Background: an optimization exercise with open tools, aiming at small area, a short achievable clock period and few clock cycles per item. Do not read the settings as production practice.
The RTL of this run was laid out without a check of its function.

`flow/design.v`:
```
package cdd_pkg;
  localparam int DayW   = 5;
  localparam int MonW   = 4;
  localparam int YearW  = 14;
  localparam int CountW = 22;
endpackage
import cdd_pkg::*;
module calendar_day_difference
(
  input  logic              clk,
  input  logic              rst_n,
  input  logic              start,
  output logic              busy,
  input  logic [DayW-1:0]   in_first_day,
  input  logic [MonW-1:0]   in_first_month,
  input  logic [YearW-1:0]  in_first_year,
  input  logic [DayW-1:0]   in_second_day,
  input  logic [MonW-1:0]   in_second_month,
  input  logic [YearW-1:0]  in_second_year,
  output logic              out_valid,
  output logic [CountW-1:0] out_day_count
);
  localparam int SumW  = 24;                     
  localparam int SmOff = 4095 + 511 + 31;        
  localparam int LsOff = 255 + 63 + 31;          
  localparam int KBase = -73 * (1 << 17) - SmOff - LsOff - 1;
  assign busy = 1'b0;
  logic [DayW-1:0]  in_day  [2];
  logic [MonW-1:0]  in_mon  [2];
  logic [YearW-1:0] in_year [2];
  assign in_day[0]  = in_first_day;
  assign in_mon[0]  = in_first_month;
  assign in_year[0] = in_first_year;
  assign in_day[1]  = in_second_day;
  assign in_mon[1]  = in_second_month;
  assign in_year[1] = in_second_year;
  logic [YearW-1:0] s0_year_r [2];
  logic [8:0]       s0_mst_r  [2];    
  logic [DayW-1:0]  s0_day_r  [2];
  logic [3:0]       s0_fl_r   [2];    
  for (genvar i = 0; i < 2; i++) begin : g_in
    logic [8:0] mst;
    logic       early, f29, c29, c30;
    always_comb begin
      mst =
        (in_mon[i] == 4'd2) ? 9'd31 :
        (in_mon[i] == 4'd3) ? 9'd59 :
        (in_mon[i] == 4'd4) ? 9'd90 :
        (in_mon[i] == 4'd5) ? 9'd120 :
        (in_mon[i] == 4'd6) ? 9'd151 :
        (in_mon[i] == 4'd7) ? 9'd181 :
        (in_mon[i] == 4'd8) ? 9'd212 :
        (in_mon[i] == 4'd9) ? 9'd243 :
        (in_mon[i] == 4'd10) ? 9'd273 :
        (in_mon[i] == 4'd11) ? 9'd304 :
        (in_mon[i] == 4'd12) ? 9'd334 : 9'd0;
      early = (in_mon[i] <= 4'd2) | (in_mon[i] >= 4'd13);
      f29   = (in_mon[i] == 4'd2) & (in_day[i] == 5'd29);
      c29   = (in_mon[i] == 4'd2) & (in_day[i] == 5'd30);
      c30   = (in_day[i] == 5'd31) &
              ((in_mon[i] == 4'd2) | (in_mon[i] == 4'd4) | (in_mon[i] == 4'd6) |
               (in_mon[i] == 4'd9) | (in_mon[i] == 4'd11));
    end
    always_ff @(posedge clk) begin
      s0_year_r[i] <= (in_year[i] == '0) ? YearW'(2000) : in_year[i];
      s0_mst_r[i]  <= mst;
      s0_day_r[i]  <= in_day[i];
      s0_fl_r[i]   <= {c30, c29, f29, early};
    end
  end
  logic [7:0] qc  [2];    
  logic [1:0] lpt [2];    
  for (genvar i = 0; i < 2; i++) begin : g_date
    logic [25:0] prod;      
    logic [11:0] qx;
    always_comb begin
      qx     = s0_year_r[i][YearW-1:2];
      prod   = (26'(qx) << 10) + (26'(qx) << 8) + (26'(qx) << 5) - 26'(qx);
      qc[i]  = prod[22:15];
      lpt[i] = {prod[14:8] < 7'd5, s0_year_r[i][1:0] == 2'b00};
    end
  end
  logic [17:0] s1_y5_nxt;      
  logic [13:0] s1_small_nxt;   
  always_comb begin
    logic [11:0] nx1;
    logic [8:0]  nm1;
    logic [4:0]  nd1;
    logic [13:0] m1, m2, m3, m4, m5, m6, ms1, mc1, ms2, mc2, ms3, mc3, ms4, mc4;
    s1_y5_nxt = 18'(s0_year_r[0]) + (18'(s0_year_r[0]) << 2)
                - 18'(s0_year_r[1]) - (18'(s0_year_r[1]) << 2);
    nx1 = ~s0_year_r[1][YearW-1:2];
    nm1 = ~s0_mst_r[1];
    nd1 = ~s0_day_r[1];
    m1  = 14'(s0_year_r[0][YearW-1:2]);
    m2  = 14'(nx1);
    m3  = 14'(s0_mst_r[0]);
    m4  = 14'(nm1);
    m5  = 14'(s0_day_r[0]);
    m6  = 14'(nd1);
    ms1 = m1 ^ m2 ^ m3;
    mc1 = ((m1 & m2) | (m1 & m3) | (m2 & m3)) << 1;
    ms2 = m4 ^ m5 ^ m6;
    mc2 = ((m4 & m5) | (m4 & m6) | (m5 & m6)) << 1;
    ms3 = ms1 ^ mc1 ^ ms2;
    mc3 = ((ms1 & mc1) | (ms1 & ms2) | (mc1 & ms2)) << 1;
    ms4 = ms3 ^ mc3 ^ mc2;
    mc4 = ((ms3 & mc3) | (ms3 & mc2) | (mc3 & mc2)) << 1;
    s1_small_nxt = ms4 + mc4;
  end
  logic [17:0] s1_y5_r;
  logic [13:0] s1_small_r;
  logic [7:0]  s1_qc_r  [2];
  logic [1:0]  s1_lpt_r [2];
  logic [3:0]  s1_fl_r  [2];
  always_ff @(posedge clk) begin
    s1_y5_r    <= s1_y5_nxt;
    s1_small_r <= s1_small_nxt;
    for (int i = 0; i < 2; i++) begin
      s1_qc_r[i]  <= qc[i];
      s1_lpt_r[i] <= lpt[i];
      s1_fl_r[i]  <= s0_fl_r[i];
    end
  end
  logic [2:0] cv [2];     
  for (genvar i = 0; i < 2; i++) begin : g_corr
    logic leap, c1, c28, c29, c30;
    always_comb begin
      leap = s1_lpt_r[i][0] & (~s1_lpt_r[i][1] | (s1_qc_r[i][1:0] == 2'b00));
      c1    = s1_fl_r[i][0] & leap;
      c28   = s1_fl_r[i][1] & ~leap;
      c29   = s1_fl_r[i][2];
      c30   = s1_fl_r[i][3];
      cv[i] = {c28 | c29 | c30, c30 | (c29 & c1), c1 ^ c29};
    end
  end
  logic [SumW-1:0] s2_ysum_nxt;
  logic [13:0]     s2_lsum_nxt;
  always_comb begin
    logic [17:0]     y5u;
    logic [SumW-1:0] r1, r2, r3, kk, ts1, tc1, ts2, tc2;
    logic [7:0]      nq0;
    logic [5:0]      nq1;
    logic [4:0]      cpos, cneg;
    logic [13:0]     l1, l2, l3, l4, l5, l6, l7;
    logic [13:0]     ls1, lc1, ls2, lc2, ls3, lc3, ls4, lc4, ls5, lc5;
    y5u = s1_y5_r ^ 18'h20000;
    r1  = SumW'(y5u);
    r2  = SumW'(y5u) << 3;
    r3  = SumW'(y5u) << 6;
    kk  = SumW'(KBase);
    ts1 = r1 ^ r2 ^ r3;
    tc1 = ((r1 & r2) | (r1 & r3) | (r2 & r3)) << 1;
    ts2 = ts1 ^ tc1 ^ kk;
    tc2 = ((ts1 & tc1) | (ts1 & kk) | (tc1 & kk)) << 1;
    s2_ysum_nxt = ts2 + tc2;
    nq0  = ~s1_qc_r[0];
    nq1  = ~s1_qc_r[1][7:2];
    cpos = {cv[1][2], cv[1][2], cv[1][2], cv[1][1:0]};
    cneg = ~{cv[0][2], cv[0][2], cv[0][2], cv[0][1:0]};
    l1  = s1_small_r;
    l2  = 14'(nq0);
    l3  = 14'(s1_qc_r[0][7:2]);
    l4  = 14'(s1_qc_r[1]);
    l5  = 14'(nq1);
    l6  = 14'(cpos);
    l7  = 14'(cneg);
    ls1 = l1 ^ l2 ^ l3;
    lc1 = ((l1 & l2) | (l1 & l3) | (l2 & l3)) << 1;
    ls2 = l4 ^ l5 ^ l6;
    lc2 = ((l4 & l5) | (l4 & l6) | (l5 & l6)) << 1;
    ls3 = ls1 ^ lc1 ^ ls2;
    lc3 = ((ls1 & lc1) | (ls1 & ls2) | (lc1 & ls2)) << 1;
    ls4 = lc2 ^ l7 ^ ls3;
    lc4 = ((lc2 & l7) | (lc2 & ls3) | (l7 & ls3)) << 1;
    ls5 = ls4 ^ lc4 ^ lc3;
    lc5 = ((ls4 & lc4) | (ls4 & lc3) | (lc4 & lc3)) << 1;
    s2_lsum_nxt = ls5 + lc5;
  end
  logic [SumW-1:0] s2_ysum_r;
  logic [13:0]     s2_lsum_r;
  always_ff @(posedge clk) begin
    s2_ysum_r <= s2_ysum_nxt;
    s2_lsum_r <= s2_lsum_nxt;
  end
  logic [CountW:0] s3_mag_nxt;
  always_comb begin
    logic [SumW:0]   pos, neg;
    logic [SumW-1:0] lsx;
    lsx = SumW'(s2_lsum_r);
    pos = {s2_ysum_r, 1'b1} + {lsx, 1'b1};
    neg = {~s2_ysum_r, 1'b1} + {~lsx, 1'b1};
    s3_mag_nxt = pos[SumW] ? neg[CountW+1:1] : pos[CountW+1:1];
  end
  logic [CountW:0] s3_mag_r;
  always_ff @(posedge clk) begin
    s3_mag_r <= s3_mag_nxt;
  end
  logic s0_vld_r, s1_vld_r, s2_vld_r, s3_vld_r;
  always_ff @(posedge clk) begin
    if (!rst_n) begin
      s0_vld_r <= 1'b0;
      s1_vld_r <= 1'b0;
      s2_vld_r <= 1'b0;
      s3_vld_r <= 1'b0;
    end else begin
      s0_vld_r <= start;
      s1_vld_r <= s0_vld_r;
      s2_vld_r <= s1_vld_r;
      s3_vld_r <= s2_vld_r;
    end
  end
  assign out_valid     = s3_vld_r;
  assign out_day_count = s3_mag_r[CountW] ? {CountW{1'b1}} : s3_mag_r[CountW-1:0];
endmodule
```
`flow/run.sh`:
```
#!/bin/bash
# synth_recipe.tcl (not shown) runs the flow's synth.tcl, then flattens the netlist and writes it again
# the make line also repeats each setting of config.mk as NAME=value (left out here)
make -C /OpenROAD-flow-scripts/flow DESIGN_CONFIG=/design/flow/config.mk WORK_HOME=/design/flow/orfs CLKGATE_MAP_FILE= SYNTH_SCRIPT=/design/flow/synth_recipe.tcl finish
```
`flow/config.mk`:
```
export PLATFORM = sky130hd
export DESIGN_NAME = calendar_day_difference
export DESIGN_NICKNAME = calendar_day_difference
export VERILOG_FILES = /design/flow/design.v
export SDC_FILE = /design/flow/constraint.sdc
export NUM_CORES = 4
export LEC_CHECK = 0
export CAP_MARGIN = 20
export CORE_MARGIN = 2
export CORE_UTILIZATION = 40
export SETUP_SLACK_MARGIN = 5
export SLEW_MARGIN = 20
```
`flow/constraint.sdc`:
```
create_clock -name core_clock -period 9.5 [get_ports {clk}]
set_input_delay 1.9000 -clock core_clock [delete_from_list [all_inputs] [get_ports {clk}]]
set_output_delay 1.9000 -clock core_clock [all_outputs]
set_load 0.01 [all_outputs]
```
==> summary.txt <==
registers in the layout, indices dropped and copies added (netlist names), 10 cells and up:
name / count
s0_year_r: 28
s0_mst_r: 18
s2_ysum_r: 24
s1_qc_r: 16
s1_y5_r: 18
s1_small_r: 14
s3_mag_r: 23
s2_lsum_r: 14
s0_day_r: 10
layout by cell type (no fill, tap or decap), types with 5 or more instances in the layout:
cell type / instances
inv_1: 285
ha_1: 221
dfxtp_1: 188
fa_1: 115
a21oi_1: 77
nor2_1: 75
clkdlybuf4s50_1: 71
nand2_1: 63
xnor2_1: 59
o21ai_0: 38
nor3_1: 31
xor2_1: 30
or2_2: 25
mux2i_1: 24
a21o_1: 23
nand2b_1: 21
nor2b_1: 18
clkbuf_16: 17
nand3_1: 15
and3_1: 13
o21a_1: 13
a31oi_1: 12
and2_1: 12
o21bai_1: 11
o211ai_1: 8
a211oi_1: 8
nor4_1: 7
or3_1: 7
nand4_1: 7
clkinv_8: 7
buf_4: 5
per-layer routing:
metal	GRT usage	routed length, um	share of wire
met4	0.0539	641	0.022
met2	0.276	14100	0.48
met5	0	0	0
met1	0.197	13800	0.47
met3	0.0292	837	0.028
worst paths after layout:
kind | cells past startpoint | slack, ns | to | startpoint
max | 19 | 5.18 | s2_lsum_r[10] | s1_qc_r[1][1]
min | 0 | 0.33 | s1_fl_r[1][1] | s0_fl_r[1][1]
max reg2reg | 19 | 5.18 | s2_lsum_r[10] | s1_qc_r[1][1]
min reg2reg | 0 | 0.33 | s1_fl_r[1][1] | s0_fl_r[1][1]
what timing repair did:
item                       4_1_cts  5_1_grt
setup endpoints to repair        4        5
pin swaps                        0        6
setup buffers                    0        5
gates resized for setup          7       12
cell type report:
type	count	share of cell area
clock buffer	17	0.0261
clock inverter	15	0.0122
inverter	286	0.0659
multi-input combinational	1021	0.582
sequential	189	0.232
tap	461	0.0354
timing repair buffer	76	0.0459
logic make-up after synthesis:
| kind of cell | share of synthesized area |
|---|---|
| fa+ha+maj | 0.354 |
| other cells | 0.000259 |
| simple gates | 0.111 |
| compound gates | 0.108 |
| xor+xnor | 0.0583 |
| buf+inv | 0.0863 |
| flops | 0.262 |
| mux | 0.0205 |
per-stage QoR:
| step | instances | instance area [um2] | utilization | setup WS (ns) |
|---|---|---|---|---|
| final | 2065 | 16300 | 0.458 | 5.18 |
| after global routing | 2065 | 16300 | 0.458 | 4.95 |
| after floorplan | 1534 | 14500 | - | 5.07 |
| after global placement | 2028 | 15600 | 0.438 | 4.82 |
| after CTS | 2060 | 16200 | 0.456 | 4.98 |
| after detailed placement | 2028 | 15600 | 0.438 | 4.72 |
worst register-to-register path: stages, from the launching register on:
cell,delay [ns]
dfxtp_1,0.33
o21ai_2,0.14
and3_1,0.17
ha_1,0.15
nor2_2,0.04
fa_1,0.47
inv_1,0.05
fa_1,0.46
fa_2,0.36
fa_1,0.46
ha_2,0.20
fa_2,0.37
a21o_1,0.20
a21oi_2,0.15
o21bai_1,0.09
a21oi_2,0.14
nor2b_1,0.07
o21a_1,0.18
nor2_2,0.10
xnor2_1,0.14
==> results.cfg <==
[sta]
slew_violations = 0
slew_headroom = 0.268
fmax_mhz = 231
tightest_slew_ns = 1.07
period_share = 0.455
finalSetupTns_ns = 0
hold_ws_ns = 0.333
setup_viol = 0
rsz0062_at_grt = true
skew_ns = 0.00707
hold_viol = 0
min_period_ns = 4.32

[grt]
grt_pass1_vias = 9775
grt_max_degree = 23
antenna_found_initial = 0
grt_pass1_wl_um = 48000
track_usage = 0.159
grt-ovfl-total = 0

[cells_and_area]
fillers = 3427
seqCellArea_um2 = 3780
drive_above_1_share = 0.0530
multi_input_area_um2 = 9480
diodes = 0
final_nets = 1979
synthToLayoutAreaGrowth_pct = 12.6

[logic_synthesis]
synth_edf_count = 0
yosysMostFrequentCell = inv_1
yosysTopAreaCell = dfxtp_1
ys_seq_area_frac = 0.262
synth_common_cells = 286 x inv_1, 222 x ha_1, 189 x dfxtp_1, 117 x fa_1, 80 x a21oi_1
avgSynthCellArea_um2 = 9.43
synthesis.nets = 1922
synthFlopType = dfxtp_1
syn_area_um2 = 14500
postSynth.asyncResetShare = 0
synth_top_cell_area_share = 0.262
synthTopCellsByArea = dfxtp_1 26%, ha_1 19%, fa_1 16%, inv_1 7.4%, xnor2_1 3.6%
yosys_warnings = 14
ys_seq_elements = 189
yosysUniqueCellTypes = 69
synthCells = 1534

[drt]
num_vias = 9883
drc = 0
ant_nets = 0
routed_via_density = 4.79
dr.first_iter.drc_count = 301
firstDrtPassIters = 7
wire_per_inst_um = 14.2
drt_wl_total_um = 29400

[worst_setup_path]
path_class = reg -> reg
crit_path_end_kind = register
critical_path.cell_chain = o21ai_2, and3_1, ha_1, nor2_2, fa_1, inv_1, fa_1, fa_2, fa_1, ha_2, fa_2, a21o_1, a21oi_2, o21bai_1, a21oi_2, nor2b_1, o21a_1, nor2_2, xnor2_1
path_buf_inv = 1
cp_top_family = adder cells
critPathMostFrequentCell = fa_1
max_stage_delay_ns = 0.47
cpMaxStageDelayCell = fa_1
worst_setup_path_start_kind = register
critPathRequiredTime_ns = 9.87
crit_arrival_ns = 4.69
worstPathMaxFanout = 2

[floorplan]
core.rowCount = 69
die_w_um = 194
io-pin-count = 73
dieHeight_um = 194
core_area_um2 = 35600
die_area_um2 = 37700
start_util = 0.407

[run]
max_cap_viol_count = 0

[clock_network]
insertion_delay_ns = 0.45
cts_sinks = 189
clock-root-buffer = clkbuf_16
cts.clk_slew.worst_paths_ns = 0.08
numCtsBuffers = 17
cts_tree = done
htree_levels = 4
clock_path_buffers = 2
hold_buffers = 0

[min_path]
hp-class = reg -> reg

[run_status]
status = timing/DRC/antenna clean

[placement]
place_congestion = 0.852
dpl.hpwl_um = 24800
portBuffers = 71

==> what the ideal ports hide <==
In the flow no input, the clock included, has a driving cell. The finished layout below was timed again as built, in two steps.
Step 1: set_driving_cell puts a clkbuf_16 on clk and a buf_2 on each other input, an assumption about the parent block.
Step 2 times the ports against the registers' clock, not the clock port: input delays grow and output delays shrink by t, the midpoint of the rising clock arrivals with the driver on.
Slacks: ideal ports / drivers / drivers and shift; pairs: ideal ports / drivers.
t (ns): 0.497
setup slack, ns: 5.177 / 5.177 / 5.177
latest minus earliest clock arrival (ns): 0.009 / 0.009
After both steps setup and hold are still met in this run. The setup slack of this run moves by 0.000 ns with the drivers and by 0.000 ns with both steps.
